What follows belongs to an exercise in optimizing a design on an open flow for small area and a short achievable clock period; a production flow would make more cautious choices. At most, simulation tests tie the RTL to the original design; equivalence was not proved. The RTL of runs 1 to 3 was laid out without a check of its function. No driver is modelled on the clock port, so clocking that relies on it looks cheaper here than on a real chip. Power figures rest on the tool's default switching activity, not on a simulated workload.

[flow/constraint.sdc]
create_clock -name core_clock -period 5.0 [get_ports {clk}]
set_input_delay 1.0000 -clock core_clock [delete_from_list [all_inputs] [get_ports {clk}]]
set_output_delay 1.0000 -clock core_clock [all_outputs]
set_load 0.01 [all_outputs]
[flow/flow/run.sh]
#!/bin/bash
set -euo pipefail
here=$(pwd)
res=$here/orfs/results/sky130hd/frameReadout/base
bash standard.sh cts > standard_cts.log 2>&1
CTS_ODB=$res/4_cts.odb OUT_ODB=$res/4_cts.odb openroad -no_init -exit flow/unroot.tcl > unroot.log 2>&1
bash standard.sh finish > standard_finish.log 2>&1
[flow/design.v]
`default_nettype none
package frameReadoutPkg;
	localparam int NumChan = 5;
	localparam int FrameWords = 18;
	localparam int AdrWidth = 5;
	localparam int ChanWidth = 3;
	localparam int DataWidth = 8;
	localparam int RingA = 16;
	localparam int RingB = 2;
	localparam int SlotWidth = 8;
	localparam logic [SlotWidth-1:0] SlotFirst = 8'd199;  
	localparam logic [SlotWidth-1:0] SlotLast = 8'd166;   
	localparam logic [AdrWidth-1:0] WordLast = AdrWidth'(FrameWords - 1);
endpackage
`default_nettype wire
`timescale 1ns/1ns
`default_nettype none
module strobeSync (
	input logic clk,
	input logic rst,
	input logic [frameReadoutPkg::NumChan-1:0] strobe,
	input logic [frameReadoutPkg::NumChan-1:0] grant,
	output logic [frameReadoutPkg::NumChan-1:0] pending
);
	logic [frameReadoutPkg::NumChan-1:0] syncA;
	logic [frameReadoutPkg::NumChan-1:0] syncB;
	logic [frameReadoutPkg::NumChan-1:0] strobePrev;
	logic [frameReadoutPkg::NumChan-1:0] rise;
	assign rise = syncB & ~strobePrev;
	always_ff @(posedge clk or negedge rst) begin
		if (!rst) begin
			syncA <= '0;
			syncB <= '0;
			strobePrev <= '0;
			pending <= '0;
		end else begin
			syncA <= strobe;
			syncB <= syncA;
			strobePrev <= syncB;  
			pending <= (pending & ~grant) | rise;
		end
	end
endmodule
`default_nettype wire
`timescale 1ns/1ns
`default_nettype none
module readSequencer (
	input logic clk,
	input logic rst,
	input logic [frameReadoutPkg::NumChan-1:0] pending,
	output logic [frameReadoutPkg::NumChan-1:0] grant,
	output logic busy,
	output logic [frameReadoutPkg::SlotWidth-1:0] slotCnt,
	output logic [frameReadoutPkg::AdrWidth-1:0] wordCnt,
	output logic [frameReadoutPkg::NumChan-1:0] chanSel
);
	logic reading;
	logic [frameReadoutPkg::NumChan-1:0] lowest;
	logic slotEnd;
	assign lowest = pending & (~pending + 1'b1);
	assign grant = reading ? '0 : lowest;  
	assign busy = reading;
	assign slotEnd = (slotCnt == frameReadoutPkg::SlotLast);
	always_ff @(posedge clk or negedge rst) begin
		if (!rst) begin
			reading <= 1'b0;
		end else if (!reading) begin
			reading <= |pending;
		end else if (slotEnd && (wordCnt == frameReadoutPkg::WordLast)) begin
			reading <= 1'b0;  
		end
	end
	always_ff @(posedge clk) begin
		if (!reading) begin
			slotCnt <= frameReadoutPkg::SlotFirst;
			wordCnt <= '0;
			chanSel <= lowest;
		end else if (slotEnd) begin
			slotCnt <= frameReadoutPkg::SlotFirst;
			wordCnt <= wordCnt + 1'b1;
		end else begin
			slotCnt <= slotCnt + 1'b1;
		end
	end
endmodule
`default_nettype wire
`timescale 1ns/1ns
`default_nettype none
module frameBuffer (
	input logic clk,
	input logic wrEn,
	input logic [frameReadoutPkg::ChanWidth-1:0] wrChan,
	input logic [frameReadoutPkg::AdrWidth-1:0] wrAdr,
	input logic [frameReadoutPkg::DataWidth-1:0] wrData,
	input logic [frameReadoutPkg::NumChan-1:0] rdChan,  
	input logic [frameReadoutPkg::AdrWidth-1:0] rdAdr,
	input logic [frameReadoutPkg::SlotWidth-1:0] slotCnt,
	output logic [frameReadoutPkg::DataWidth-1:0] byteOutN  
);
	localparam int NC = frameReadoutPkg::NumChan;
	localparam int DW = frameReadoutPkg::DataWidth;
	localparam int RA = frameReadoutPkg::RingA;
	localparam int RB = frameReadoutPkg::RingB;
	logic [DW-1:0] ringA [NC][RA];
	logic [DW-1:0] ringB [NC][RB];
	logic [3:0] phase;
	logic [NC-1:0] wrSel;
	logic [NC-1:0] wrSelN;
	logic [3:0] posHi;
	logic [3:0] posHiN;
	logic [3:0] posLo;
	logic [3:0] posLoN;
	logic [RB-1:0] posB;
	logic [RB-1:0] posBN;
	logic [DW-1:0] wrByte;
	logic [DW-1:0] wrByteN;
	logic fwdHit;
	logic [DW-1:0] dataRegN;
	logic adrOk;
	logic [NC-1:0] chanDec;
	logic [3:0] adrLo;    
	logic [3:0] adrHi;    
	logic [3:0] phaseLo;  
	logic [3:0] phaseHi;  
	logic borrow;
	logic [3:0] hiSame;   
	logic [3:0] hiNext;
	logic [3:0] loNext;
	logic [RB-1:0] bNext;
	logic capPre;
	logic fwdWin;
	logic [NC-1:0] tapSelA;
	logic [NC-1:0] tapSelB;
	logic [DW-1:0] tapRawN;
	logic [DW-1:0] ring0 [NC][RA+RB];  
	logic [DW-1:0] ringD [NC][RA+RB];
	assign adrOk = ~wrAdr[4] | (wrAdr[3:1] == 3'd0);
	always_comb begin
		for (int c = 0; c < NC; c++) begin
			chanDec[c] = (wrChan == frameReadoutPkg::ChanWidth'(c));
		end
		for (int i = 0; i < 4; i++) begin
			adrLo[i] = (wrAdr[1:0] == 2'(i));
			adrHi[i] = (wrAdr[3:2] == 2'(i));
			phaseLo[i] = (phase[1:0] == 2'(i));
			phaseHi[i] = (phase[3:2] == 2'(i));
		end
	end
	always_comb begin
		borrow = 1'b0;
		for (int j = 0; j < 4; j++) begin
			for (int k = 0; k < j; k++) begin
				borrow = borrow | (adrLo[j] & phaseLo[k]);
			end
		end
		for (int i = 0; i < 4; i++) begin
			loNext[i] = 1'b0;
			hiSame[i] = 1'b0;
			for (int j = 0; j < 4; j++) begin
				loNext[i] = loNext[i] | (adrLo[j] & phaseLo[(j + i) % 4]);
				hiSame[i] = hiSame[i] | (adrHi[j] & phaseHi[(j + i) % 4]);
			end
		end
		for (int i = 0; i < 4; i++) begin
			hiNext[i] = ~wrAdr[4] & (borrow ? hiSame[(i + 1) % 4] : hiSame[i]);
		end
		for (int q = 0; q < RB; q++) begin
			bNext[q] = wrAdr[4] & ((wrAdr[0] ^ phase[0]) == 1'(q));
		end
	end
	assign capPre = slotCnt[7] & slotCnt[6] & (slotCnt[5] ^ slotCnt[4]);  
	assign fwdWin = capPre & ~(slotCnt == 8'd239);
	always_ff @(posedge clk) begin
		phase <= phase + 1'b1;
		wrSel <= chanDec & {NC{wrEn & adrOk}};
		wrSelN <= ~(chanDec & {NC{wrEn & adrOk}});
		posHi <= hiNext;
		posHiN <= ~hiNext;
		posLo <= loNext;
		posLoN <= ~loNext;
		posB <= bNext;
		posBN <= ~bNext;
		wrByte <= wrData;
		wrByteN <= ~wrData;
		fwdHit <= wrEn & fwdWin & ((chanDec & rdChan) != '0) & (wrAdr == rdAdr);
	end
	always_comb begin
		for (int c = 0; c < NC; c++) begin
			for (int p = 0; p < RA; p++) begin
				ring0[c][p] = ringA[c][p];
			end
			for (int q = 0; q < RB; q++) begin
				ring0[c][RA + q] = ringB[c][q];
			end
		end
	end
	for (genvar c = 0; c < NC; c++) begin : g_chan
		for (genvar p = 0; p < RA + RB; p++) begin : g_place
			logic hit;
			logic miss;
			logic [DW-1:0] prev;
			logic [DW-1:0] wr;
			if (p < RA) begin : g_a
				assign hit = wrSel[c] & posHi[p / 4] & posLo[p % 4];
				assign miss = wrSelN[c] | posHiN[p / 4] | posLoN[p % 4];
				assign prev = ring0[c][(p + RA - 1) % RA];
			end else begin : g_b
				assign hit = wrSel[c] & posB[p - RA];
				assign miss = wrSelN[c] | posBN[p - RA];
				assign prev = ring0[c][RA + ((p - RA) ^ 1)];
			end
			assign wr = (p % 2 == 1) ? wrByte : wrByteN;
			assign ringD[c][p] = ~((prev | {DW{hit}}) & ({DW{miss}} | wr));
		end
	end
	always_ff @(posedge clk) begin
		for (int c = 0; c < NC; c++) begin
			for (int p = 0; p < RA; p++) begin
				ringA[c][p] <= ringD[c][p];
			end
			for (int q = 0; q < RB; q++) begin
				ringB[c][q] <= ringD[c][RA + q];
			end
		end
	end
	always_ff @(posedge clk) begin
		tapSelA <= rdChan & {NC{capPre & ~rdAdr[4] & (rdAdr[3:0] == phase)}};
		tapSelB <= rdChan & {NC{capPre & rdAdr[4] & (rdAdr[0] == phase[0])}};
	end
	always_comb begin
		tapRawN = '0;
		for (int c = 0; c < NC; c++) begin
			tapRawN = tapRawN | (ringA[c][15] & {DW{tapSelA[c]}}) | (ringB[c][1] & {DW{tapSelB[c]}});
		end
	end
	always_ff @(posedge clk) begin
		if (fwdHit) begin
			dataRegN <= wrByteN;
		end else if ((tapSelA | tapSelB) != '0) begin
			dataRegN <= tapRawN;
		end
	end
	assign byteOutN = dataRegN;
endmodule
`default_nettype wire
`timescale 1ns/1ns
`default_nettype none
module uartTx (
	input logic clk,
	input logic rst,
	input logic reading,
	input logic [frameReadoutPkg::SlotWidth-1:0] slotCnt,
	input logic [frameReadoutPkg::DataWidth-1:0] byteInN,  
	output logic txd
);
	logic [3:0] bitNo;
	logic txdLow;  
	assign bitNo = slotCnt[7:4];
	always_ff @(posedge clk or negedge rst) begin
		if (!rst) begin
			txdLow <= 1'b0;  
		end else if (!reading) begin
			txdLow <= 1'b0;
		end else if (bitNo[3]) begin
			txdLow <= (bitNo == 4'd15);
		end else begin
			txdLow <= byteInN[bitNo[2:0]];  
		end
	end
	assign txd = ~txdLow;
endmodule
`default_nettype wire
`timescale 1ns/1ns
`default_nettype none
module frameReadout (
	input logic clk,
	input logic rst,
	input logic [frameReadoutPkg::NumChan-1:0] strobe,
	input logic wrEn,
	input logic [frameReadoutPkg::ChanWidth-1:0] wrChan,
	input logic [frameReadoutPkg::AdrWidth-1:0] wrAdr,
	input logic [frameReadoutPkg::DataWidth-1:0] wrData,
	output logic txd,
	output logic busy
);
	logic [frameReadoutPkg::NumChan-1:0] pending;
	logic [frameReadoutPkg::NumChan-1:0] grant;
	logic [frameReadoutPkg::DataWidth-1:0] byteOutN;
	logic [frameReadoutPkg::SlotWidth-1:0] slotCnt;
	logic [frameReadoutPkg::AdrWidth-1:0] wordCnt;
	logic [frameReadoutPkg::NumChan-1:0] chanSel;
	strobeSync i_strobeSync (
		.clk(clk),
		.rst(rst),
		.strobe(strobe),
		.grant(grant),
		.pending(pending)
	);
	readSequencer i_readSequencer (
		.clk(clk),
		.rst(rst),
		.pending(pending),
		.grant(grant),
		.busy(busy),
		.slotCnt(slotCnt),
		.wordCnt(wordCnt),
		.chanSel(chanSel)
	);
	frameBuffer i_frameBuffer (
		.clk(clk),
		.wrEn(wrEn),
		.wrChan(wrChan),
		.wrAdr(wrAdr),
		.wrData(wrData),
		.rdChan(chanSel),
		.rdAdr(wordCnt),
		.slotCnt(slotCnt),
		.byteOutN(byteOutN)
	);
	uartTx i_uartTx (
		.clk(clk),
		.rst(rst),
		.reading(busy),
		.slotCnt(slotCnt),
		.byteInN(byteOutN),
		.txd(txd)
	);
endmodule
`default_nettype wire
[flow/standard.sh]
#!/bin/bash
# synth_recipe.tcl (not shown) runs the flow's synth.tcl, then flattens the netlist and writes it again
# the make line also repeats each setting of config.mk as NAME=value (left out here)
make -C /OpenROAD-flow-scripts/flow DESIGN_CONFIG=/design/flow/config.mk WORK_HOME=/design/flow/orfs CLKGATE_MAP_FILE= SYNTH_SCRIPT=/design/flow/synth_recipe.tcl "${@:-finish}"
[flow/config.mk]
export PLATFORM = sky130hd
export DESIGN_NAME = frameReadout
export DESIGN_NICKNAME = frameReadout
export VERILOG_FILES = /design/flow/design.v
export SDC_FILE = /design/flow/constraint.sdc
export NUM_CORES = 4
export LEC_CHECK = 0
export CAP_MARGIN = 20
export CORE_MARGIN = 2
export CORE_UTILIZATION = 40
export CTS_BUF_LIST = sky130_fd_sc_hd__clkbuf_16
export CTS_CLUSTER_DIAMETER = 80
export CTS_CLUSTER_SIZE = 30
export SETUP_SLACK_MARGIN = 3.2
export SLEW_MARGIN = 20
[flow/flow/unroot.tcl]
# Drop the clock tree's root buffer and let the clock port drive its loads, when they are few.
set db_file $::env(CTS_ODB)
read_db $db_file
set block [ord::get_db_block]
set port_net [[$block findBTerm clk] getNet]
set loads {}
foreach it [$port_net getITerms] { lappend loads $it }
puts "clock port loads: [llength $loads]"
if {[llength $loads] == 1} {
  set root [[lindex $loads 0] getInst]
  set out_net ""
  foreach it [$root getITerms] {
    if {[$it isOutputSignal]} { set out_net [$it getNet] }
  }
  set subs {}
  foreach it [$out_net getITerms] { if {[$it isInputSignal]} { lappend subs $it } }
  puts "root [$root getName] ([[$root getMaster] getName]) drives [llength $subs] pins"
  if {[llength $subs] <= 4} {
    foreach it $subs { $it disconnect; $it connect $port_net }
    odb::dbInst_destroy $root
    odb::dbNet_destroy $out_net
    puts "root buffer removed"
    write_db $::env(OUT_ODB)
  }
}
==> results of run 1 <==
## power breakdown
group | leakage (nW) | switching, mW | internal, mW
sequential | 7.04 | 0.404 | 7.10
clock | 0.496 | 1.94 | 1.33
combinational | 2.78 | 0.441 | 0.358
## routing by layer
| metal | part of all wire [%] | up-vias | GRT usage, % |
|---|---|---|---|
| li1 | - | 8051 | - |
| met1 | 44 | 8795 | 30.6 |
| met2 | 45 | 854 | 34.5 |
| met3 | 8.0 | 189 | 3.19 |
| met4 | 3.5 | 0 | 8.11 |
| met5 | 0 | - | 0 |
## stage by stage
stage | setup WS (ns) | hold WS [ns] | util, %
2_1_floorplan | 3.10 | 0.331 | -
3_3_place_gp | 2.43 | 0.333 | 40.8
3_5_place_dp | 2.34 | 0.342 | 40.8
4_1_cts | 2.83 | 0.367 | 42.4
5_1_grt | 3.01 | 0.381 | 42.4
6_report | 3.05 | 0.362 | 42.4
## synth_stat cells (11+ instances only)
| master | n |
|---|---|
| mux2_2 | 11 |
| nor2_1 | 20 |
| o21ai_0 | 13 |
| inv_1 | 34 |
| or3_1 | 82 |
| clkbuf_1 | 265 |
| a22oi_1 | 24 |
| dfxtp_1 | 794 |
| clkbuf_2 | 36 |
| or2_2 | 12 |
| xnor2_1 | 17 |
| dfrtp_1 | 22 |
| and2_1 | 22 |
| o22ai_1 | 720 |
| nand2_1 | 28 |
| and3_1 | 84 |
| edfxtp_1 | 13 |
## repair_timing
item	4_1_cts	5_1_grt
endpoints found under the setup margin	306	120
pin swaps	0	1
gates resized for setup	18	29
buffers inserted	1	1
hold buffers	0	0
## state kept, by name, indices dropped and copies added, names as in the netlist, 8 cells and up
name,cells
i_frameBuffer.dataRegN,8
i_frameBuffer.ringA,640
i_frameBuffer.ringB,80
i_frameBuffer.wrByte,8
i_frameBuffer.wrByteN,8
i_readSequencer.slotCnt,8
## cell type report
cell class | instances | area, µm² | share of cell area (%)
flip-flops and latches | 829 | 16900 | 63.1
diodes | 1 | 2.50 | 0.00935
clock buffers | 36 | 901 | 3.37
clock inverters | 10 | 78.8 | 0.294
well taps | 846 | 1060 | 3.95
repair buffers | 41 | 360 | 1.35
multi-input cells | 1132 | 7340 | 27.4
inverters | 36 | 135 | 0.505
## cell families after synthesis
kind of cell	count (synthesis)	share of synthesized area, %
fa+ha+maj	10	0.490
buf+inv	357	5.50
mux	16	0.780
xor+xnor	26	0.893
flops	829	66.0
simple gates	284	6.52
compound gates	796	19.8
## placed cells by master, fill, tap and decap left out, types with 5 or more instances in the layout
cell type / netlist / routed
dfrtp_1: 22 / 21
clkbuf_2: 36 / 5
a22oi_1: 24 / 24
inv_1: 34 / 39
xor2_1: 9 / 9
dfxtp_4: 0 / 8
and2_1: 22 / 22
nor2_1: 20 / 18
clkbuf_16: 0 / 36
xnor2_1: 17 / 16
a22o_1: 8 / 8
nand2_1: 28 / 28
mux2_2: 11 / 8
buf_4: 0 / 16
dfxtp_1: 794 / 767
nand4_1: 10 / 10
o21ai_0: 13 / 12
clkdlybuf4s50_1: 0 / 13
and3_1: 84 / 84
dlymetal6s2s_1: 0 / 5
ha_1: 10 / 10
or3_1: 82 / 82
dfxtp_2: 0 / 19
edfxtp_1: 13 / 13
nor4_1: 6 / 6
or2_2: 12 / 10
o22ai_1: 720 / 720
## worst max path at each step
stage,start,endpoint,slack (ns),cells after the start
2_1_floorplan,wrAdr[1],i_frameBuffer.wrSelN[4],3.10,4
3_3_place_gp,wrAdr[0],i_frameBuffer.posLo[0],2.43,4
3_5_place_dp,wrAdr[0],i_frameBuffer.posHiN[0],2.34,5
4_1_cts,i_readSequencer.reading,busy,2.83,1
5_1_grt,i_readSequencer.reading,busy,3.01,1
6_report,i_readSequencer.reading,busy,3.05,1
==> reports/metrics.yaml, run 1 <==
layout:
  design_area_um2: 26800
  drive_above_1_share_pct: 6.24
  area_delta_synth_final_pct: 4.92
  fill_cells: 5966
  fin_cells: 2931
  layout.nets: 2107
worst_setup_path:
  r2r_setup_slack_ns: 3.20
  r2r-end: "i_frameBuffer.ringA[51][4]"
  cp.arrival_ns: 0.95
  reg2reg_depth: 2
  cp_max_fo: 2
  slowest_delay_ns: 0.44
  endpoint_kind: "output port"
  required_ns: 4.00
  start_kind: "flop"
  cpMaxStageDelayCell: "dfrtp_2"
  cp_top_family: "flip-flops"
  rr_startpoint: "i_frameBuffer.posHiN[0]"
  crit_chain: "buf_6"
  path_class: "flop to output port"
  worst-path-buf-inv: 1
clocking:
  clockRootBuffer: "clkbuf_16"
  numCtsBuffers: 34
  path_clk_slew_ns: 0.10
  cts_num_sinks: 829
  clockBufferDepth: 3
  worstSkewPairLatency_ns: 0.40
  tritoncts: "yes"
  clock_tree.htree_level_count: 2
synth:
  synth-edff-count: 13
  netlist_area_um2: 25500
  synth_seq_cells: 829
  ys_types: 51
  synth_area_per_cell_um2: 11.0
  ys_seq_area_share_pct: 66.0
  synth_top_area_cell: "dfxtp_1"
  netlist_instances: 2318
  netlist.area_leader.share_pct: 62.3
  synth_area_leaders: "dfxtp_1 (62%), o22ai_1 (18%), clkbuf_1 (3.9%)"
  synthArstFlopShare_pct: 2.65
  synth.net_count: 2352
  ys.flop_type: "dfxtp_1"
  ys.warnings.count: 8
timing:
  fin_crit_ns: 1.95
  final_max_slew_viol_count: 0
  skew_ns: 0.0197
  hold_violations: 0
  fmax_mhz: 513
  fin_crit_sh_pct: 39.0
  max_slew_margin_pct: 25.7
  setup_viol: 0
  rsz0062_at_grt: "true"
  tightest_slew_ns: 1.11
  tns_ns: 0
worst_hold_path:
  hp-start: "i_strobeSync.syncA[1]"
  worstHoldEndpoint: "i_strobeSync.syncB[1]"
  holdPathStages: 0
  hp-class: "flop to flop"
power:
  p_leak_nw: 10.3
  power_density_nw_per_um2: 433
  peakVddDrop_uv: 354
  total_power_mw: 11.6
grt:
  grt_max_degree: 47
  grt_pass1_wl_mm: 112
  grt_usage_pct: 21.9
  antenna_found_initial: 1
  grt_pass1_vias: 17600
  grt-ovfl-total: 0
floorplanning:
  die_w_um: 257
  coreArea_um2: 63100
  dieArea_um2: 65800
  rows: 92
  pin_count: 26
  start_util_pct: 40.4
  die_h_um: 257
status:
  status: "finished clean"
placement:
  placed_area_um2: 25700
  dp_hpwl_mm: 40.2
  io_buffers: 25
  dp.cells: 2882
  gp_congestion: 0.869
flow_run:
  drv_cap: 0
detailed_routing:
  drc_errors: 0
  wl_mm: 74.7
  antenna_left: 0
  drt-initial-drc-count: 1775
  dr.pass1.iters: 5
  dr_total_vias: 17900
  drt-vias-per-instance: 6.10
  drt-wirelength-per-cell_um: 25.5
==> run 2: changes to the inputs <==
--- a/flow/config.mk
+++ b/flow/config.mk
@@ -8,5 +8,5 @@
 export CAP_MARGIN = 20
 export CORE_MARGIN = 2
-export CORE_UTILIZATION = 40
+export CORE_UTILIZATION = 55
 export CTS_BUF_LIST = sky130_fd_sc_hd__clkbuf_16
 export CTS_CLUSTER_DIAMETER = 80
==> run 2 against run 1 <==
Wire length fell by 3.2%. Clock skew decreased by 0.0050 ns. Die area is 27% lower. Setup slack better by 0.0019 ns. Combinational power rose by 9.6%. Cell count fell by 7.9%. Area after synthesis unchanged. Sequential cell count unchanged. Maximum frequency about the same. Clock-buffer cell count unchanged. Highest routed layer unchanged. Cell area is 0.68% lower.
==> reports/metrics.yaml, run 2 <==
synth:
  yosysMostFrequentCell: "dfxtp_1"
  synth_top_area_cell: "dfxtp_1"
  synthArstFlopShare_pct: 2.65
  ys.flop_type: "dfxtp_1"
  ys_types: 51
  synth_area_per_cell_um2: 11.0
  ys.warnings.count: 8
  netlist.area_leader.share_pct: 62.3
  ys_seq_area_share_pct: 66.0
  netlist_instances: 2318
  synth_area_leaders: "dfxtp_1 (62%), o22ai_1 (18%), clkbuf_1 (3.9%)"
  synth-edff-count: 13
  synth_seq_cells: 829
  synth_commonest_cells: "dfxtp_1 (794), o22ai_1 (720), clkbuf_1 (265), and3_1 (84), or3_1 (82)"
  synth.net_count: 2352
  netlist_area_um2: 25500
detailed_routing:
  drt-wirelength-per-cell_um: 26.8
  dr_total_vias: 17500
  drc_errors: 0
  drt-initial-drc-count: 1851
  antenna_left: 0
  dr.pass1.iters: 8
  wl_mm: 72.3
  drt-vias-per-instance: 6.49
worst_setup_path:
  start_kind: "flop"
  slowest_delay_ns: 0.43
  endpoint_kind: "output port"
  worst-path-buf-inv: 1
  cpMaxStageDelayCell: "dfrtp_2"
  crit_chain: "buf_6"
  crit_start: "i_readSequencer.reading"
  cp_top_family: "flip-flops"
  r2r_setup_slack_ns: 3.26
  cp_max_fo: 2
  cp.arrival_ns: 0.95
  required_ns: 4.00
  path_class: "flop to output port"
  rr_startpoint: "i_frameBuffer.wrByteN[4]"
timing:
  fin_crit_ns: 1.95
  setup_viol: 0
  skew_ns: 0.0147
  final_max_slew_viol_count: 0
  tns_ns: 0
  hold_violations: 0
  fmax_mhz: 514
  max_slew_margin_pct: 37.8
  rsz0062_at_grt: "true"
  tightest_slew_ns: 0.933
  fin_crit_sh_pct: 38.9
flow_run:
  drv_cap: 0
layout:
  most-common-layout-cells: "dfxtp_1 (768), o22ai_1 (720), and3_1 (84)"
  final_common_cell: "dfxtp_1"
  layout.nets: 2116
  insertedDiodeCount: 0
  largest_reg_flops: 640
  area_delta_synth_final_pct: 4.21
  largestRegisters: "i_frameBuffer.ringA: 640 flops, i_frameBuffer.ringB: 80 flops"
  drive_above_1_share_pct: 6.86
  top_register: "i_frameBuffer.ringA"
placement:
  dp_hpwl_mm: 38.1
  io_buffers: 25
  gp_congestion: 0.847
grt:
  grt-ovfl-total: 0
  grt_pass1_wl_mm: 107
  grt.busiest_layer: "met2"
  gr-usage-met3_pct: 5.17
  grt_usage_pct: 29.7
  antenna_found_initial: 1
  grt_max_degree: 47
  grt.met1_usage_pct: 43.4
  use_met2_pct: 45.2
  grt_pass1_vias: 16900
clocking:
  cts_num_sinks: 829
  clockRootBuffer: "clkbuf_16"
  clock_tree.htree_level_count: 2
  numCtsBuffers: 35
  tritoncts: "yes"
  worstSkewPairLatency_ns: 0.40
  path_clk_slew_ns: 0.11
  clockBufferDepth: 3
  ctsHoldBuffers: 0
worst_hold_path:
  hp-start: "i_strobeSync.syncA[2]"
  hp-class: "flop to flop"
floorplanning:
  die_w_um: 219
  dieArea_um2: 48100
  pin_count: 26
  rows: 78
  die_h_um: 219
  start_util_pct: 56.0
  coreArea_um2: 45600
power:
  power_density_nw_per_um2: 443
  p_leak_nw: 10.4
  peakVddDrop_uv: 291
  total_power_mw: 11.8
status:
  status: "finished clean"
## run 2: cell counts after synthesis
Identical to the previous run, type by type.
## run 2: per-stage QoR
step	cells	area [µm²]	utilization [%]	worst slack, ns	hold WS, ns
6_report	2698	26600	58.3	3.05	0.360
4_1_cts	2699	26600	58.3	2.83	0.363
2_1_floorplan	2318	25600	-	3.10	0.331
3_5_place_dp	2645	25500	55.9	2.41	0.336
5_1_grt	2698	26600	58.3	3.02	0.373
3_3_place_gp	2645	25500	55.9	2.44	0.342
## run 2: timing repair
action | 4_1_cts | 5_1_grt
setup buffers | 1 | 0
cloned | 0 | 0
endpoints found under the setup margin | 363 | 138
pin swaps | 0 | 1
endpoints found under the hold margin | 0 | 0
gates resized for setup | 22 | 22
## run 2: final timing paths
path / to / cells after the start
setup / recovery: busy / 1
hold / removal: i_strobeSync.syncB[2] / 0
setup reg to reg: i_frameBuffer.dataRegN[4] / 2
hold reg to reg: i_strobeSync.syncB[2] / 0
max in group asynchronous: i_readSequencer.reading / 1
min in group asynchronous: i_uartTx.txdLow / 1
## run 2: logic make-up (layout without fill, tap and decap cells)
| kind of cell | count (synthesis) | after routing | synth area share [%] |
|---|---|---|---|
| flops | 829 | 829 | 66.0 |
| compound gates | 796 | 796 | 19.8 |
| buf+inv | 357 | 137 | 5.50 |
| simple gates | 284 | 284 | 6.52 |
| xor+xnor | 26 | 26 | 0.893 |
| mux | 16 | 16 | 0.780 |
| fa+ha+maj | 10 | 10 | 0.490 |
## run 2: routing by layer
layer	vias up	part of all wire, %
li1	8060	-
met1	8576	46
met2	741	44
met3	143	7.5
met4	0	3.1
met5	-	0
## run 2: where the power goes
part           total, mW  internal, mW  switching [mW]  leakage [nW]
registers           7.41          7.10           0.305          7.03
logic              0.876         0.358           0.518          2.81
clock network       3.49          1.50            2.00         0.542
## run 2: layout make-up
cell class,count,area [µm²]
well taps,600,751
flip-flops and latches,829,16900
repair buffers,49,412
clock buffers,36,901
fillers,3766,19000
clock inverters,16,175
inverters,36,135
multi-input cells,1132,7340
## run 2: worst register-to-register path: stages (launching register included)
cell and delay, ns:
dfxtp_2 0.79, buf_4 0.56, mux2_2 0.27
==> run 3: changes to the inputs <==
--- a/flow/config.mk
+++ b/flow/config.mk
@@ -8,8 +8,9 @@
 export CAP_MARGIN = 20
 export CORE_MARGIN = 2
-export CORE_UTILIZATION = 55
+export CORE_UTILIZATION = 40
 export CTS_BUF_LIST = sky130_fd_sc_hd__clkbuf_16
 export CTS_CLUSTER_DIAMETER = 80
 export CTS_CLUSTER_SIZE = 30
+export GPL_TIMING_DRIVEN = 1
 export SETUP_SLACK_MARGIN = 3.2
 export SLEW_MARGIN = 20
==> run 3 against run 2 <==
Critical path depth stayed put. Synthesized cell count stayed put. First-iteration DRC count is 4.1% lower. Hold slack better by 0.0018 ns. Sequential power is 1% higher. Power is 1.7% lower. Wire length is 3.3% higher. Maximum frequency hardly changed. Setup slack worse by 0.0019 ns. Critical path type unchanged. Critical endpoint unchanged. Largest power group unchanged. Highest routed layer unchanged.
==> reports/metrics.yaml, run 3 <==
clocking:
  cts_num_sinks: 829
  clockRootBuffer: "clkbuf_16"
  ctsHoldBuffers: 0
  clock_tree.htree_level_count: 2
  tritoncts: "yes"
  path_clk_slew_ns: 0.10
  worstSkewPairLatency_ns: 0.40
  clockBufferDepth: 3
  numCtsBuffers: 34
detailed_routing:
  drt-vias-per-instance: 6.10
  wl_mm: 74.7
  antenna_left: 0
  dr.pass1.iters: 5
  dr_total_vias: 17900
  drt-initial-drc-count: 1775
  drc_errors: 0
  drt-wirelength-per-cell_um: 25.5
floorplanning:
  coreArea_um2: 63100
  rows: 92
  die_w_um: 257
  start_util_pct: 40.4
  die_h_um: 257
  pin_count: 26
  dieArea_um2: 65800
flow_run:
  drv_cap: 0
layout:
  final_common_cell: "dfxtp_1"
  layout.nets: 2107
  largestRegisters: "i_frameBuffer.ringA: 640 flops, i_frameBuffer.ringB: 80 flops"
  most-common-layout-cells: "dfxtp_1 (767), o22ai_1 (720), and3_1 (84)"
  finalCoreUtilization_pct: 42.4
  largest_reg_flops: 640
  area_delta_synth_final_pct: 4.92
  top_register: "i_frameBuffer.ringA"
  drive_above_1_share_pct: 6.24
synth:
  synth_area_per_cell_um2: 11.0
  synth_top_area_cell: "dfxtp_1"
  synthArstFlopShare_pct: 2.65
  yosysMostFrequentCell: "dfxtp_1"
  ys_seq_area_share_pct: 66.0
  netlist_instances: 2318
  synth_area_leaders: "dfxtp_1 (62%), o22ai_1 (18%), clkbuf_1 (3.9%)"
  netlist_area_um2: 25500
  synth-edff-count: 13
  ys.warnings.count: 8
  synth_seq_cells: 829
  synth.net_count: 2352
  netlist.area_leader.share_pct: 62.3
  ys.flop_type: "dfxtp_1"
  ys_types: 51
  synth_commonest_cells: "dfxtp_1 (794), o22ai_1 (720), clkbuf_1 (265), and3_1 (84), or3_1 (82)"
worst_setup_path:
  slowest_delay_ns: 0.44
  worst-path-buf-inv: 1
  cp_max_fo: 2
  start_kind: "flop"
  required_ns: 4.00
  crit_chain: "buf_6"
  path_class: "flop to output port"
  endpoint_kind: "output port"
  cp.arrival_ns: 0.95
  cp_top_family: "flip-flops"
  cpMaxStageDelayCell: "dfrtp_2"
power:
  switching_power_mw: 2.79
  power_density_nw_per_um2: 433
  pwr-share-clk_pct: 28.3
  combPwrFrac_pct: 6.9
  p_leak_nw: 10.3
  p_int_mw: 8.79
  switching_share_pct: 24.1
  p_seq_share_pct: 64.8
  peakVddDrop_uv: 354
timing:
  whs_ns: 0.362
  final_max_slew_viol_count: 0
  max_slew_margin_pct: 25.7
  skew_ns: 0.0197
  fin_crit_sh_pct: 39.0
  tns_ns: 0
  rsz0062_at_grt: "true"
  fin_crit_ns: 1.95
  fmax_mhz: 513
  tightest_slew_ns: 1.11
  hold_violations: 0
  setup_viol: 0
grt:
  antenna_found_initial: 1
  grt_pass1_wl_mm: 112
  grt_max_degree: 47
  grt-ovfl-total: 0
  grt_usage_pct: 21.9
  grt_pass1_vias: 17600
placement:
  gp_congestion: 0.869
  io_buffers: 25
  dp_hpwl_mm: 40.2
worst_hold_path:
  hp-class: "flop to flop"
status:
  status: "finished clean"
run 3: cell counts after synthesis:
No cell type changed its count.
run 3: timing repair:
item | in CTS | in global routing
resized for setup | 18 | 29
hold endpoints to repair | 0 | 0
buffers inserted | 1 | 1
pin swaps | 0 | 1
setup endpoints to repair | 306 | 120
gates cloned | 0 | 0
run 3: power by group through the flow:
stage	Clock [mW]	Sequential [mW]	Combinational, mW
2_1_floorplan	0	7.39	0.609
3_3_place_gp	0	7.63	0.748
3_5_place_dp	0	7.63	0.768
4_1_cts	3.41	7.49	0.769
5_1_grt	3.56	7.54	0.867
6_report	3.27	7.51	0.799
run 3: final timing paths:
path,from,slack [ns],cells after the start,end
worst max register to register,i_frameBuffer.posHiN[0],3.20,2,i_frameBuffer.ringA[51][4]
min in group asynchronous,rst,0.72,1,i_uartTx.txdLow
max in group asynchronous,rst,3.68,1,i_readSequencer.reading
worst max-delay path,i_readSequencer.reading,3.05,1,busy
worst min register to register,i_strobeSync.syncA[1],0.36,0,i_strobeSync.syncB[1]
worst min-delay path,i_strobeSync.syncA[1],0.36,0,i_strobeSync.syncB[1]
run 3: cell type report:
type | count | area, µm²
fillers | 5966 | 36300
repair buffers | 41 | 360
inverters | 36 | 135
diodes | 1 | 2.50
clock inverters | 10 | 78.8
flip-flops and latches | 829 | 16900
well taps | 846 | 1060
clock buffers | 36 | 901
multi-input cells | 1132 | 7340
run 3: kinds of logic after synthesis:
logic type,Yosys count,synth area share (%)
compound gates,796,19.8
xor+xnor,26,0.893
fa+ha+maj,10,0.490
buf+inv,357,5.50
flops,829,66.0
mux,16,0.780
simple gates,284,6.52
run 3: metrics by stage:
step / setup slack, ns / std cells / instance area, µm² / power (mW)
detailed placement: 2.34 / 2882 / 25700 / 8.40
floorplan: 3.10 / 2318 / 25600 / 8.00
global placement: 2.43 / 2882 / 25700 / 8.37
finish: 3.05 / 2931 / 26800 / 11.6
global route: 3.01 / 2930 / 26800 / 12.0
CTS: 2.83 / 2930 / 26700 / 11.7
run 3: routing by layer:
layer	vias to the layer above	share of wire (%)	global-route usage, %
met5	-	0	0
met4	0	3.5	8.11
met3	189	8.0	3.19
met2	854	45	34.5
met1	8795	44	30.6
li1	8051	-	-
==> run 4: changes to the inputs <==
--- a/flow/design.v
+++ b/flow/design.v
@@ -56,9 +56,11 @@
 );
 	logic reading;
+	logic busyOut;  
+	logic frameEnd;
 	logic [frameReadoutPkg::NumChan-1:0] lowest;
 	logic slotEnd;
 	assign lowest = pending & (~pending + 1'b1);
 	assign grant = reading ? '0 : lowest;  
-	assign busy = reading;
+	assign busy = busyOut;
 	assign slotEnd = (slotCnt == frameReadoutPkg::SlotLast);
 	always_ff @(posedge clk or negedge rst) begin
@@ -71,4 +73,14 @@
 		end
 	end
+	assign frameEnd = slotEnd && (wordCnt == frameReadoutPkg::WordLast);
+	always_ff @(posedge clk or negedge rst) begin
+		if (!rst) begin
+			busyOut <= 1'b0;
+		end else if (!busyOut) begin
+			busyOut <= |pending;
+		end else if (frameEnd) begin
+			busyOut <= 1'b0;
+		end
+	end
 	always_ff @(posedge clk) begin
 		if (!reading) begin
--- a/flow/config.mk
+++ b/flow/config.mk
@@ -12,5 +12,4 @@
 export CTS_CLUSTER_DIAMETER = 80
 export CTS_CLUSTER_SIZE = 30
-export GPL_TIMING_DRIVEN = 1
-export SETUP_SLACK_MARGIN = 3.2
+export SETUP_SLACK_MARGIN = 3.3
 export SLEW_MARGIN = 20
==> run 4 against run 3 <==
Still clean on timing, DRC and antenna. Clock skew up 0.017 ns. Critical path depth increased by 1. Non-clock buffer count grew 1. Cell area up 0.76%. Power is 1.7% higher. Maximum frequency rose by 2.0%. Setup slack improved by 0.038 ns. Global-route usage is essentially flat. Hold slack got worse by 0.0051 ns. Critical endpoint is now txd. Largest power group unchanged.
==> reports/metrics.yaml, run 4 <==
detailed_routing:
  antenna_left: 0
  drt-initial-drc-count: 2097
  dr_total_vias: 17800
  drc_errors: 0
  wl_mm: 74.7
  drt-wirelength-per-cell_um: 25.4
  dr.pass1.iters: 5
  drt-vias-per-instance: 6.05
synth:
  ys.warnings.count: 8
  netlist_area_um2: 25600
  yosysMostFrequentCell: "dfxtp_1"
  ys_types: 56
  synth.net_count: 2353
  ys.flop_type: "dfxtp_1"
  netlist.area_leader.share_pct: 62.2
  synth_area_per_cell_um2: 11.0
  ys_seq_area_share_pct: 66.0
  synthArstFlopShare_pct: 2.77
  synth_commonest_cells: "dfxtp_1 (794), o22ai_1 (720), clkbuf_1 (270), and3_1 (85), or3_1 (81)"
  netlist_instances: 2319
  synth_top_area_cell: "dfxtp_1"
  synth-edff-count: 13
  synth_seq_cells: 830
  synth_area_leaders: "dfxtp_1 (62%), o22ai_1 (18%), clkbuf_1 (4.0%)"
timing:
  setup_viol: 0
  fmax_mhz: 523
  max_slew_margin_pct: 37.0
  skew_ns: 0.0372
  hold_violations: 0
  fin_crit_sh_pct: 38.2
  tns_ns: 0
  tightest_slew_ns: 0.945
  fin_crit_ns: 1.91
  rsz0062_at_grt: "true"
  final_max_slew_viol_count: 0
worst_setup_path:
  path_class: "flop to output port"
  crit_end: "txd"
  cp.arrival_ns: 0.91
  crit_start: "i_uartTx.txdLow"
  r2r_setup_slack_ns: 3.29
  required_ns: 4.00
  endpoint_kind: "output port"
  rr_startpoint: "i_frameBuffer.ringA[47][6]"
  reg2reg_depth: 4
  r2r-end: "i_frameBuffer.dataRegN[6]"
  start_kind: "flop"
  cp_max_fo: 1
layout:
  drive_above_1_share_pct: 6.88
  largest_reg_flops: 640
  finalCoreUtilization_pct: 42.8
  fill_cells: 5909
  area_delta_synth_final_pct: 5.51
  final_common_cell: "dfxtp_1"
  final-seq-area_um2: 16900
  multi_input_comb_area_um2: 7390
  layout.nets: 2111
  largestRegisters: "i_frameBuffer.ringA: 640 flops, i_frameBuffer.ringB: 80 flops"
  top_register: "i_frameBuffer.ringA"
  most-common-layout-cells: "dfxtp_1 (763), o22ai_1 (720), and3_1 (85)"
floorplanning:
  rows: 92
  die_h_um: 257
  die_w_um: 257
  pin_count: 26
  dieArea_um2: 65900
  start_util_pct: 40.5
  coreArea_um2: 63100
flow_run:
  drv_cap: 0
grt:
  antenna_found_initial: 3
  grt_pass1_vias: 17700
  grt_max_degree: 47
  grt_usage_pct: 21.9
  grt_pass1_wl_mm: 111
  grt-ovfl-total: 0
clocking:
  clockBufferDepth: 3
  path_clk_slew_ns: 0.10
  tritoncts: "yes"
  numCtsBuffers: 36
  clock_tree.htree_level_count: 2
  worstSkewPairLatency_ns: 0.41
  cts_num_sinks: 830
  clockRootBuffer: "clkbuf_16"
  ctsHoldBuffers: 0
power:
  p_leak_nw: 10.4
  power_density_nw_per_um2: 437
  peakVddDrop_uv: 231
placement:
  io_buffers: 25
  gp_congestion: 0.874
  dp_hpwl_mm: 40.5
worst_hold_path:
  hp-start: "i_strobeSync.syncA[4]"
  hp-class: "flop to flop"
status:
  status: "finished clean"
run 4: changes by cell type after synthesis, sizes merged, moves of 2 or more:
| cell | change |
|---|---|
| a21oi | +2 |
| nand2 | -4 |
| buf | -5 |
| clkbuf | +5 |
| nor3 | +2 |
| nor4 | -2 |
run 4: critical path, stage by stage, from the launching register on:
cell	delay, ns
dfrtp_1	0.37
inv_1	0.06
buf_6	0.09
run 4: stage by stage:
stage / hold WS [ns] / cells / worst slack (ns) / cell area, µm² / power (mW)
finish: 0.357 / 2941 / 3.09 / 27000 / 11.8
global route: 0.368 / 2940 / 3.03 / 27000 / 12.2
CTS: 0.359 / 2940 / 2.85 / 26900 / 11.9
detailed placement: 0.336 / 2884 / 2.37 / 25800 / 8.42
global placement: 0.335 / 2884 / 2.41 / 25800 / 8.41
floorplan: 0.331 / 2319 / 3.10 / 25600 / 8.01
run 4: layout make-up:
class | count | share of cell area [%]
sequential | 830 | 62.8
timing repair buffer | 42 | 1.40
tap | 846 | 3.92
clock buffer | 37 | 3.43
clock inverter | 17 | 0.603
inverter | 34 | 0.473
multi-input combinational | 1134 | 27.4
antenna | 1 | 0.00928
run 4: layer usage:
| layer | global-route usage, % | vias to the layer above | share of wire, % |
|---|---|---|---|
| met1 | 30.6 | 8663 | 43 |
| met4 | 7.51 | 2 | 3.5 |
| met3 | 4.50 | 180 | 9.1 |
| met5 | 0 | - | 0.017 |
| li1 | - | 8074 | - |
| met2 | 33.8 | 888 | 44 |
run 4: how the worst min path moves through the flow:
stage,to,slack (ns),cells past startpoint
2_1_floorplan,i_strobeSync.syncB[0],0.33,0
3_3_place_gp,i_strobeSync.syncB[1],0.34,0
6_report,i_strobeSync.syncB[4],0.36,0
4_1_cts,i_strobeSync.syncB[0],0.36,0
5_1_grt,i_strobeSync.syncB[4],0.37,0
3_5_place_dp,i_strobeSync.syncB[0],0.34,0
run 4: report_power, final:
group	switching (mW)	internal, mW	total, mW
Sequential	0.420	7.11	7.53
Clock	2.05	1.41	3.46
Combinational	0.421	0.367	0.788
Total	2.89	8.88	11.8
run 4: what timing repair did:
item | in CTS | in global routing
resized for setup | 32 | 35
pin swaps | 0 | 6
cloned | 0 | 0
setup buffers | 1 | 1
setup endpoints to repair | 518 | 36
run 4: cell families after synthesis:
group	Yosys count	share of synthesized area (%)
flops	830	66.0
mux	17	0.817
compound gates	797	19.8
xor+xnor	26	0.891
simple gates	284	6.59
buf+inv	355	5.47
fa+ha+maj	10	0.489
==> run 5: changes to the inputs <==
--- a/flow/config.mk
+++ b/flow/config.mk
@@ -12,4 +12,4 @@
 export CTS_CLUSTER_DIAMETER = 80
 export CTS_CLUSTER_SIZE = 30
-export SETUP_SLACK_MARGIN = 3.3
+export SETUP_SLACK_MARGIN = 3.1
 export SLEW_MARGIN = 20
==> run 5 against run 4 <==
Wire length decreased by 1.1%. Hold slack got worse by 0.0075 ns. Highest routed layer is now met4. Cell count decreased by 0.20%. Still clean. Combinational power about the same. Non-clock buffer count increased by 1. Clock power decreased by 7.2%. First-iteration DRC count decreased by 9.6%. Largest cell class unchanged.
==> reports/metrics.yaml, run 5 <==
clocking:
  clockBufferDepth: 3
  tritoncts: "yes"
  clock_tree.htree_level_count: 2
  numCtsBuffers: 34
  worstSkewPairLatency_ns: 0.41
  clockRootBuffer: "clkbuf_16"
  path_clk_slew_ns: 0.11
  cts_num_sinks: 830
worst_setup_path:
  start_kind: "flop"
  cp_max_fo: 1
  endpoint_kind: "output port"
  required_ns: 4.00
  cp.arrival_ns: 0.92
  path_class: "flop to output port"
placement:
  dp.cells: 2886
  dpl_worst_slack_ns: 2.38
  io_buffers: 25
  gp_congestion: 0.862
  dp_hpwl_mm: 40.3
  placed_area_um2: 25800
grt:
  grt_pass1_vias: 17400
  grt.met1_usage_pct: 30.4
  grt-ovfl-total: 0
  antenna_found_initial: 5
  grt_usage_pct: 21.6
  grt.busiest_layer: "met2"
  gr-usage-met3_pct: 4.17
  grt_pass1_wl_mm: 109
  use_met2_pct: 33.1
  grt_max_degree: 47
layout:
  final_common_cell: "dfxtp_1"
  largest_reg_flops: 640
  area_delta_synth_final_pct: 4.57
  fill_cells: 5994
  finalCoreUtilization_pct: 42.4
  fin_cells: 2935
  largestRegisters: "i_frameBuffer.ringA: 640 flops, i_frameBuffer.ringB: 80 flops"
  final-seq-area_um2: 16900
  top_register: "i_frameBuffer.ringA"
  layout.nets: 2110
  design_area_um2: 26700
  multi_input_comb_area_um2: 7340
  most-common-layout-cells: "dfxtp_1 (775), o22ai_1 (720), and3_1 (85)"
  insertedDiodeCount: 0
  drive_above_1_share_pct: 5.79
power:
  total_power_mw: 11.5
  power_density_nw_per_um2: 430
  peakVddDrop_uv: 248
  p_leak_nw: 10.3
floorplanning:
  pin_count: 26
  die_w_um: 257
  die_h_um: 257
  dieArea_um2: 65900
  rows: 92
  start_util_pct: 40.5
  coreArea_um2: 63100
synth:
  synth_top_area_cell: "dfxtp_1"
  ys_seq_area_share_pct: 66.0
  netlist.area_leader.share_pct: 62.2
  synth_seq_cells: 830
  synth_area_per_cell_um2: 11.0
  yosysMostFrequentCell: "dfxtp_1"
  synth-edff-count: 13
  netlist_area_um2: 25600
  synth_commonest_cells: "dfxtp_1 (794), o22ai_1 (720), clkbuf_1 (270), and3_1 (85), or3_1 (81)"
  ys.warnings.count: 8
  ys_types: 56
  synthArstFlopShare_pct: 2.77
  synth_area_leaders: "dfxtp_1 (62%), o22ai_1 (18%), clkbuf_1 (4.0%)"
  netlist_instances: 2319
  ys.flop_type: "dfxtp_1"
  synth.net_count: 2353
detailed_routing:
  drc_errors: 0
  antenna_left: 0
  dr.pass1.iters: 6
  dr_total_vias: 17900
  drt-vias-per-instance: 6.11
  wl_mm: 73.9
  drt-wirelength-per-cell_um: 25.2
  drt-initial-drc-count: 1896
timing:
  fin_crit_sh_pct: 38.3
  rsz0062_at_grt: "true"
  tightest_slew_ns: 1.26
  final_max_slew_viol_count: 0
  hold_violations: 0
  skew_ns: 0.0405
  tns_ns: 0
  fmax_mhz: 522
  setup_viol: 0
  whs_ns: 0.349
  fin_crit_ns: 1.92
  max_slew_margin_pct: 15.7
  timing.final.ws_setup_ns: 3.08
worst_hold_path:
  hp-class: "flop to flop"
status:
  status: "finished clean"
flow_run:
  drv_cap: 0
## run 5: repair_timing
action,4_1_cts,5_1_grt
hold buffers,0,0
gates resized for setup,13,16
buffers inserted,1,0
setup endpoints to repair,13,95
pin swaps,0,0
## run 5: worst paths after layout
path                       cells after the start                     start  slack, ns                         to
setup / recovery                               2           i_uartTx.txdLow       3.08                        txd
hold / removal                                 0     i_strobeSync.syncA[3]       0.35      i_strobeSync.syncB[3]
setup reg to reg                               2  i_frameBuffer.wrByteN[1]       3.13  i_frameBuffer.dataRegN[1]
hold reg to reg                                0     i_strobeSync.syncA[3]       0.35      i_strobeSync.syncB[3]
max in group asynchronous                      1                       rst       4.11    i_strobeSync.pending[2]
min in group asynchronous                      1                       rst       0.56      i_strobeSync.syncB[3]
## run 5: cells by family (layout without fill, tap and decap cells)
kind of cell | count (synthesis) | in the layout | share of synthesized area (%)
AO/OA/AOI/OAI | 797 | 797 | 19.8
XOR/XNOR | 26 | 26 | 0.891
adder cells (fa/ha/maj) | 10 | 10 | 0.489
buffers and inverters | 355 | 125 | 5.47
flip-flops | 830 | 830 | 66.0
multiplexers | 17 | 17 | 0.817
AND/OR/NAND/NOR | 284 | 284 | 6.59
## run 5: layer usage
layer / vias to the layer above / share of wire, %
met2: 917 / 44
met4: 0 / 3.4
met1: 8778 / 44
li1: 8056 / -
met5: - / 0
met3: 188 / 9.3
## run 5: where the power goes
group	internal (mW)	switching (mW)
logic	0.358	0.432
registers	7.11	0.394
clock network	1.27	1.94
## run 5: final cells by class
type / instances / area share (%)
Sequential cell: 830 / 63.2
Clock inverter: 14 / 0.314
Multi-Input combinational cell: 1134 / 27.4
Inverter: 34 / 0.477
Tap cell: 846 / 3.96
Timing Repair Buffer: 43 / 1.38
Clock buffer: 34 / 3.18
## run 5: worst max-delay path, stage by stage, from the launching register on
cell,delay [ns]
dfrtp_1,0.38
inv_1,0.04
buf_2,0.12
==> run 6: changes to the inputs <==
--- a/flow/config.mk
+++ b/flow/config.mk
@@ -12,4 +12,4 @@
 export CTS_CLUSTER_DIAMETER = 80
 export CTS_CLUSTER_SIZE = 30
-export SETUP_SLACK_MARGIN = 3.1
+export SETUP_SLACK_MARGIN = 3.2
 export SLEW_MARGIN = 20
==> run 6 against run 5 <==
Sequential cell count stayed put. Combinational power is 2.9% lower. Clock-buffer cell count is 2 higher. Sequential power hardly changed. Area after synthesis stayed put. Cell area is 0.42% higher. Sequential share of layout area is 0.18 points lower. Hold slack better by 0.0078 ns. Critical path type unchanged. Critical endpoint is now busy.
==> reports/metrics.yaml, run 6 <==
status:
  status: "finished clean"
layout:
  design_area_um2: 26800
  fin_cells: 2936
  most-common-layout-cells: "dfxtp_1 (769), o22ai_1 (720), and3_1 (85)"
  finalCoreUtilization_pct: 42.6
  fill_cells: 5969
  final_common_cell: "dfxtp_1"
  top_register: "i_frameBuffer.ringA"
  layout.nets: 2108
  largestRegisters: "i_frameBuffer.ringA: 640 flops, i_frameBuffer.ringB: 80 flops"
  insertedDiodeCount: 0
  largest_reg_flops: 640
  area_delta_synth_final_pct: 5.01
  drive_above_1_share_pct: 6.08
clocking:
  tritoncts: "yes"
  worstSkewPairLatency_ns: 0.40
  path_clk_slew_ns: 0.11
  clockRootBuffer: "clkbuf_16"
  clock_tree.htree_level_count: 2
  numCtsBuffers: 35
  cts_num_sinks: 830
  clockBufferDepth: 3
  ctsHoldBuffers: 0
detailed_routing:
  dr.pass1.iters: 7
  drt-wirelength-per-cell_um: 25.4
  wl_met1_mm: 33.0
  drt-vias-per-instance: 6.10
  dr_total_vias: 17900
  antenna_left: 0
  drc_errors: 0
  drt-initial-drc-count: 1952
  wl_met3_mm: 6.09
  wl_met2_mm: 33.1
  wl_mm: 74.6
  top_layer: "met4"
worst_setup_path:
  endpoint_kind: "output port"
  worst-path-buf-inv: 1
  cpMaxStageDelayCell: "dfrtp_1"
  slowest_delay_ns: 0.40
  start_kind: "flop"
  cp.arrival_ns: 0.91
  cp_top_family: "flip-flops"
  required_ns: 4.00
  crit_chain: "buf_6"
  path_class: "flop to output port"
  cp_max_fo: 2
placement:
  gp_congestion: 0.867
  dp_hpwl_mm: 40.6
  dp.cells: 2883
  placed_area_um2: 25800
  io_buffers: 25
floorplanning:
  pin_count: 26
  die_h_um: 257
  coreArea_um2: 63100
  rows: 92
  start_util_pct: 40.5
  dieArea_um2: 65900
  die_w_um: 257
synth:
  netlist_instances: 2319
  ys_types: 56
  synth-edff-count: 13
  ys_seq_area_share_pct: 66.0
  synth_commonest_cells: "dfxtp_1 (794), o22ai_1 (720), clkbuf_1 (270), and3_1 (85), or3_1 (81)"
  netlist.area_leader.share_pct: 62.2
  synthArstFlopShare_pct: 2.77
  ys.flop_type: "dfxtp_1"
  ys.warnings.count: 8
  synth.net_count: 2353
  yosysMostFrequentCell: "dfxtp_1"
  synth_area_per_cell_um2: 11.0
  synth_seq_cells: 830
  synth_area_leaders: "dfxtp_1 (62%), o22ai_1 (18%), clkbuf_1 (4.0%)"
  synth_top_area_cell: "dfxtp_1"
  netlist_area_um2: 25600
power:
  power_density_nw_per_um2: 436
  peakVddDrop_uv: 229
  p_leak_nw: 10.3
  total_power_mw: 11.7
flow_run:
  drv_cap: 0
grt:
  grt_pass1_wl_mm: 111
  antenna_found_initial: 3
  grt_usage_pct: 21.8
  grt_max_degree: 47
  grt_pass1_vias: 17700
  grt-ovfl-total: 0
timing:
  tightest_slew_ns: 0.933
  fin_crit_ns: 1.91
  setup_viol: 0
  tns_ns: 0
  max_slew_margin_pct: 37.8
  fin_crit_sh_pct: 38.3
  fmax_mhz: 522
  final_max_slew_viol_count: 0
  skew_ns: 0.0206
  rsz0062_at_grt: "true"
  hold_violations: 0
worst_hold_path:
  hp-class: "flop to flop"
==> run 6: cell counts after synthesis <==
Identical to the previous run, type by type.
==> run 6: timing repair <==
action | CTS | global route
endpoints found under the setup margin | 221 | 41
setup buffers | 1 | 0
hold endpoints to repair | 0 | 0
pin swaps | 0 | 2
gates resized for setup | 21 | 24
==> run 6: cells by family after synthesis <==
| logic type | Yosys count | synth area share (%) |
|---|---|---|
| muxes | 17 | 0.817 |
| AOI/OAI and AO/OA | 797 | 19.8 |
| DFF | 830 | 66.0 |
| xor gates and xnor gates | 26 | 0.891 |
| buffers and inverters | 355 | 5.47 |
| adders and majority gates | 10 | 0.489 |
| and+or+nand+nor | 284 | 6.59 |
==> run 6: metrics by stage <==
step	hold WS (ns)	setup slack, ns
floorplan	0.331	3.10
global placement	0.333	2.40
detailed placement	0.340	2.39
CTS	0.364	2.85
global route	0.372	3.03
finish	0.357	3.09
==> run 6: power by group <==
group          total, mW  internal, mW  switching, mW
sequential          7.53          7.11          0.426
combinational      0.767         0.362          0.405
clock               3.40          1.40           2.00
==> run 6: layout make-up <==
type,instances,area [µm²],area share [%]
tap,846,1060,3.94
clock inverter,16,144,0.536
multi-input combinational,1134,7340,27.3
sequential,830,16900,63.1
clock buffer,36,901,3.36
inverter,34,128,0.475
timing repair buffer,40,343,1.28
==> run 6: final timing paths <==
| check | start | cells past startpoint | end | slack, ns |
|---|---|---|---|---|
| hold reg to reg | i_strobeSync.syncA[2] | 0 | i_strobeSync.syncB[2] | 0.36 |
| hold / removal | i_strobeSync.syncA[2] | 0 | i_strobeSync.syncB[2] | 0.36 |
| min in group asynchronous | rst | 1 | i_strobeSync.syncA[1] | 0.56 |
| max in group asynchronous | rst | 1 | i_strobeSync.pending[4] | 4.10 |
| setup / recovery | i_readSequencer.busyOut | 1 | busy | 3.09 |
| setup reg to reg | i_frameBuffer.tapSelA[2] | 4 | i_frameBuffer.dataRegN[1] | 3.27 |
==> run 6: per-layer routing <==
layer | vias up | GRT usage [%]
li1 | 8052 | -
met1 | 8852 | 30.9
met2 | 829 | 34.2
met3 | 175 | 3.65
met4 | 0 | 6.83
met5 | - | 0
==> run 7: changes to the inputs <==
==> flow/flow/run.sh (replaced) <==
#!/bin/bash
set -euo pipefail
here=$(pwd)
res=$here/orfs/results/sky130hd/frameReadout/base
bash standard.sh 'BUFFER_PORTS_ARGS=-buffer_cell sky130_fd_sc_hd__buf_2' cts > standard_cts.log 2>&1
CTS_ODB=$res/4_cts.odb OUT_ODB=$res/4_cts.odb openroad -no_init -exit flow/unroot.tcl > unroot.log 2>&1
bash standard.sh finish > standard_finish.log 2>&1
==> run 7 against run 6 <==
First-iteration DRC count decreased by 22%. Area after synthesis stayed put. Register-to-register slack lost 0.02 ns. Synthesized cell count did not move. Sequential power about the same. Combinational power grew 2.9%. Die area stayed put. Wire length down 1.4%. Sequential cell count did not move. Maximum frequency is 1.0% lower. Sequential share of layout area rose by 0.21 points. Largest cell class unchanged.
==> reports/metrics.yaml, run 7 <==
placement:
  dp_hpwl_mm: 40.1
  gp_congestion: 0.855
  io_buffers: 25
clocking:
  clockBufferDepth: 3
  cts_num_sinks: 830
  numCtsBuffers: 35
  worstSkewPairLatency_ns: 0.40
  ctsHoldBuffers: 0
  path_clk_slew_ns: 0.11
  clockRootBuffer: "clkbuf_16"
  clock_tree.htree_level_count: 2
  tritoncts: "yes"
power:
  p_int_mw: 8.81
  combPwrFrac_pct: 6.8
  power_density_nw_per_um2: 435
  p_seq_share_pct: 64.5
  pwr-share-clk_pct: 28.7
  switching_power_mw: 2.82
  switching_share_pct: 24.2
  peakVddDrop_uv: 288
  p_leak_nw: 10.3
synth:
  ys_seq_area_share_pct: 66.0
  synth_commonest_cells: "dfxtp_1 (794), o22ai_1 (720), clkbuf_1 (270), and3_1 (85), or3_1 (81)"
  netlist.area_leader.share_pct: 62.2
  ys.flop_type: "dfxtp_1"
  synth_seq_cells: 830
  synth_top_area_cell: "dfxtp_1"
  synth_area_leaders: "dfxtp_1 (62%), o22ai_1 (18%), clkbuf_1 (4.0%)"
  synthArstFlopShare_pct: 2.77
  netlist_instances: 2319
  synth.net_count: 2353
  ys.warnings.count: 8
  synth-edff-count: 13
  ys_types: 56
  synth_area_per_cell_um2: 11.0
  yosysMostFrequentCell: "dfxtp_1"
  netlist_area_um2: 25600
grt:
  grt-ovfl-total: 0
  antenna_found_initial: 2
  grt_usage_pct: 21.6
  grt_pass1_vias: 17500
  grt.busiest_layer: "met2"
  grt.met1_usage_pct: 29.2
  use_met2_pct: 34.2
  grt_pass1_wl_mm: 110
  gr-usage-met3_pct: 4.83
  grt_max_degree: 47
timing:
  skew_ns: 0.0359
  rsz0062_at_grt: "true"
  tns_ns: 0
  fin_crit_ns: 1.93
  whs_ns: 0.360
  fin_crit_sh_pct: 38.7
  max_slew_margin_pct: 29.6
  hold_violations: 0
  setup_viol: 0
  fmax_mhz: 517
  tightest_slew_ns: 1.05
  final_max_slew_viol_count: 0
layout:
  largestRegisters: "i_frameBuffer.ringA: 640 flops, i_frameBuffer.ringB: 80 flops"
  most-common-layout-cells: "dfxtp_1 (770), o22ai_1 (720), and3_1 (85)"
  largest_reg_flops: 640
  insertedDiodeCount: 0
  area_delta_synth_final_pct: 4.59
  multi_input_comb_area_um2: 7360
  top_register: "i_frameBuffer.ringA"
  drive_above_1_share_pct: 7.04
  layout.nets: 2112
  final-seq-area_um2: 16900
  fill_cells: 5951
  final_common_cell: "dfxtp_1"
floorplanning:
  die_w_um: 257
  start_util_pct: 40.5
  die_h_um: 257
  pin_count: 26
  dieArea_um2: 65900
  rows: 92
  coreArea_um2: 63100
detailed_routing:
  drc_errors: 0
  wl_mm: 73.6
  drt-wirelength-per-cell_um: 25.1
  drt-vias-per-instance: 6.09
  drt-initial-drc-count: 1529
  dr.pass1.iters: 5
  antenna_left: 0
  dr_total_vias: 17900
worst_setup_path:
  path_class: "flop to output port"
  cpMaxStageDelayCell: "dfrtp_1"
  cp.arrival_ns: 0.93
  slowest_delay_ns: 0.37
  endpoint_kind: "output port"
  cp_max_fo: 1
  required_ns: 4.00
  cp_top_family: "flip-flops"
  crit_chain: "inv_1 > buf_2"
  worst-path-buf-inv: 2
  start_kind: "flop"
worst_hold_path:
  hp-class: "flop to flop"
status:
  status: "finished clean"
flow_run:
  drv_cap: 0
## run 7: cell counts after synthesis
No cell type changed its count.
## run 7: metal layers
layer,vias to the layer above,part of all wire (%),wire length [µm]
met5,-,0.015,11
met1,8761,43,31600
met2,879,45,33000
met3,176,9.0,6630
li1,8063,-,-
met4,2,3.2,2340
## run 7: stage by stage
step                      cell area [µm²]  power, mW  util (%)  std cells  setup WS (ns)
after detailed placement            25700       8.40      40.7       2886           2.89
after global routing                26700       12.0      42.4       2934           3.02
final                               26700       11.6      42.4       2934           3.07
after global placement              25700       8.38      40.7       2886           2.93
after CTS                           26700       11.7      42.4       2934           2.84
after floorplan                     25600       8.01         -       2319           3.10
## run 7: cells by family after synthesis
family	share of synthesized area, %
buf+inv	5.47
simple gates	6.59
fa+ha+maj	0.489
xor+xnor	0.891
flops	66.0
compound gates	19.8
mux	0.817
## run 7: repair_timing
item,CTS,global route
endpoints found under the hold margin,0,0
buffers inserted,1,1
pin swaps,0,1
endpoints found under the setup margin,276,13
gates resized for setup,7,8
## run 7: area by class of cell
| type | instances | area share, % |
|---|---|---|
| tap | 846 | 3.96 |
| inverter | 34 | 0.477 |
| clock buffer | 36 | 3.37 |
| timing repair buffer | 44 | 1.02 |
| clock inverter | 10 | 0.374 |
| multi-input combinational | 1134 | 27.5 |
| sequential | 830 | 63.3 |
## run 7: worst paths after layout
path	start	endpoint	slack (ns)	cells after the start
max	i_uartTx.txdLow	txd	3.07	2
min	i_strobeSync.syncA[2]	i_strobeSync.syncB[2]	0.36	0
max reg2reg	i_frameBuffer.wrByteN[3]	i_frameBuffer.dataRegN[3]	3.25	2
min reg2reg	i_strobeSync.syncA[2]	i_strobeSync.syncB[2]	0.36	0
max in group asynchronous	rst	i_strobeSync.pending[3]	4.13	1
min in group asynchronous	rst	i_strobeSync.pending[4]	0.54	1
## run 7: power groups by stage
stage	clock, mW	combinational [mW]	sequential [mW]
2_1_floorplan	0	0.615	7.40
3_3_place_gp	0	0.747	7.63
3_5_place_dp	0	0.765	7.64
4_1_cts	3.47	0.773	7.49
5_1_grt	3.62	0.856	7.55
6_report	3.34	0.789	7.51
==> run 8: changes to the inputs <==
==> flow/flow/run.sh (replaced) <==
#!/bin/bash
set -euo pipefail
here=$(pwd)
res=$here/orfs/results/sky130hd/frameReadout/base
bash standard.sh cts > standard_cts.log 2>&1
CTS_ODB=$res/4_cts.odb OUT_ODB=$res/4_cts.odb openroad -no_init -exit flow/unroot.tcl > unroot.log 2>&1
bash standard.sh finish > standard_finish.log 2>&1
--- a/flow/config.mk
+++ b/flow/config.mk
@@ -9,7 +9,7 @@
 export CORE_MARGIN = 2
 export CORE_UTILIZATION = 40
-export CTS_BUF_LIST = sky130_fd_sc_hd__clkbuf_16
-export CTS_CLUSTER_DIAMETER = 80
-export CTS_CLUSTER_SIZE = 30
+export CTS_BUF_LIST = sky130_fd_sc_hd__clkbuf_8
+export CTS_CLUSTER_DIAMETER = 50
+export CTS_CLUSTER_SIZE = 15
 export SETUP_SLACK_MARGIN = 3.2
 export SLEW_MARGIN = 20
==> run 8 against run 7 <==
Combinational power shrank 2.8%. Via count rose by 0.79%. Hold slack lost 0.067 ns. Power up 7.5%. Sequential share of layout area is 1.4 points lower. Sequential power barely moved. Cell area up 2.4%. Register-to-register slack got worse by 0.02 ns. Wire length increased by 2.2%. Non-clock buffer count is 4 lower. Largest cell class unchanged.
==> reports/metrics.yaml, run 8 <==
synth:
  netlist.area_leader.share_pct: 62.2
  synth_area_leaders: "dfxtp_1 (62%), o22ai_1 (18%), clkbuf_1 (4.0%)"
  synth.net_count: 2353
  synth_commonest_cells: "dfxtp_1 (794), o22ai_1 (720), clkbuf_1 (270), and3_1 (85), or3_1 (81)"
  synth_top_area_cell: "dfxtp_1"
  synth_seq_cells: 830
  ys_seq_area_share_pct: 66.0
  ys_types: 56
  ys.warnings.count: 8
  ys.flop_type: "dfxtp_1"
  synth_area_per_cell_um2: 11.0
  synthArstFlopShare_pct: 2.77
clocking:
  numCtsBuffers: 74
  clockRootBuffer: "clkbuf_8"
  cts_num_sinks: 830
  clockBufferDepth: 3
  worstSkewPairLatency_ns: 0.67
  path_clk_slew_ns: 0.08
  ctsHoldBuffers: 0
worst_setup_path:
  cpMaxStageDelayCell: "dfrtp_1"
  cp_top_family: "flip-flops"
  start_kind: "flop"
  endpoint_kind: "output port"
  r2r_setup_slack_ns: 3.23
  worst-path-buf-inv: 1
  cp.arrival_ns: 1.19
  path_class: "flop to output port"
  r2r-end: "i_frameBuffer.ringA[48][6]"
  crit_cells: 1
  required_ns: 4.00
  cp_max_fo: 2
  slowest_delay_ns: 0.40
placement:
  dpl_worst_slack_ns: 2.39
  io_buffers: 25
  dp_hpwl_mm: 40.6
timing:
  timing.final.ws_setup_ns: 2.81
  hold_violations: 0
  max_slew_margin_pct: 27.5
  setup_viol: 0
  tightest_slew_ns: 1.09
  tns_ns: 0
  final_max_slew_viol_count: 0
  fin_crit_ns: 2.19
  fin_crit_sh_pct: 43.9
  skew_ns: 0.0325
grt:
  grt_pass1_wl_mm: 112
  grt_pass1_vias: 18000
  grt_max_degree: 47
  antenna_found_initial: 2
floorplanning:
  start_util_pct: 40.5
  die_w_um: 257
  rows: 92
  coreArea_um2: 63100
  pin_count: 26
  die_h_um: 257
detailed_routing:
  drc_errors: 0
  dr.pass1.iters: 5
  dr_total_vias: 18000
  antenna_left: 0
  drt-vias-per-instance: 6.01
  wl_mm: 75.2
power:
  p_leak_nw: 10.6
  peakVddDrop_uv: 201
layout:
  layout.nets: 2148
  most-common-layout-cells: "dfxtp_1 (769), o22ai_1 (720), and3_1 (85), clkbuf_8 (85), or3_1 (81)"
  largest_reg_flops: 640
  drive_above_1_share_pct: 8.83
  fill_cells: 5939
  area_delta_synth_final_pct: 7.08
worst_hold_path:
  hp-class: "input port to async pin"
status:
  status: "finished clean"
## run 8: cell count changes in the layout (fill, tap and decap cells not counted), sizes merged
cell           delta
clkinvlp          +3
buf              -26
clkdlybuf4s50    +17
diode             +1
clkinv            +3
dlymetal6s2s      +2
inv               +6
clkbuf           +49
dlygate4sd2       +3
bufinv            +7
## run 8: final cells by class
| class | instances | area, µm² | share of cell area, % |
|---|---|---|---|
| tap | 846 | 1060 | 3.87 |
| multi-input combinational | 1134 | 7350 | 26.8 |
| timing repair buffer | 40 | 365 | 1.33 |
| sequential | 830 | 16900 | 61.8 |
| clock inverter | 29 | 373 | 1.36 |
| inverter | 34 | 128 | 0.466 |
| antenna | 1 | 2.50 | 0.00914 |
| clock buffer | 85 | 1170 | 4.27 |
## run 8: cell families (layout without fill, tap and decap cells)
group | Yosys count | count (layout) | synth area share, %
buffers and inverters | 355 | 188 | 5.47
muxes | 17 | 17 | 0.817
adders and majority gates | 10 | 10 | 0.489
DFF | 830 | 830 | 66.0
other | 0 | 1 | 0
AOI/OAI and AO/OA | 797 | 797 | 19.8
and+or+nand+nor | 284 | 284 | 6.59
xor gates and xnor gates | 26 | 26 | 0.891
## run 8: worst max path at each step
stage / endpoint / start / slack (ns)
3_3_place_gp: i_frameBuffer.posHiN[2] / wrAdr[0] / 2.40
3_5_place_dp: i_frameBuffer.posHiN[0] / wrAdr[0] / 2.39
5_1_grt: txd / i_uartTx.txdLow / 2.74
4_1_cts: busy / i_readSequencer.busyOut / 2.76
6_report: busy / i_readSequencer.busyOut / 2.81
2_1_floorplan: i_frameBuffer.wrSelN[4] / wrAdr[1] / 3.10
## run 8: report_power, final
part           total (mW)  switching [mW]  internal, mW
Sequential           7.53           0.425          7.11
Combinational       0.767           0.403         0.364
Clock                4.21            2.26          1.95
Total                12.5            3.09          9.42
## run 8: what timing repair did
| item | CTS | global route |
|---|---|---|
| gates resized for setup | 19 | 12 |
| setup buffers | 1 | 0 |
| setup endpoints to repair | 153 | 24 |
## run 8: metrics by stage
step	std cells	total power, mW	util [%]	hold slack (ns)	instance area, µm²
after CTS	2998	12.5	43.3	0.361	27300
after global routing	2998	12.9	43.4	0.294	27400
after global placement	2883	8.40	40.9	0.333	25800
after detailed placement	2883	8.42	40.9	0.340	25800
final	2999	12.5	43.4	0.293	27400
after floorplan	2319	8.01	-	0.331	25600
## run 8: layer usage
layer  part of all wire, %  vias up  global-route usage (%)
met5                     0        -                       0
met1                    44     8861                    30.7
met2                    44      824                    34.3
met3                   8.4      194                    4.77
li1                      -     8143                       -
met4                   3.3        0                    7.86
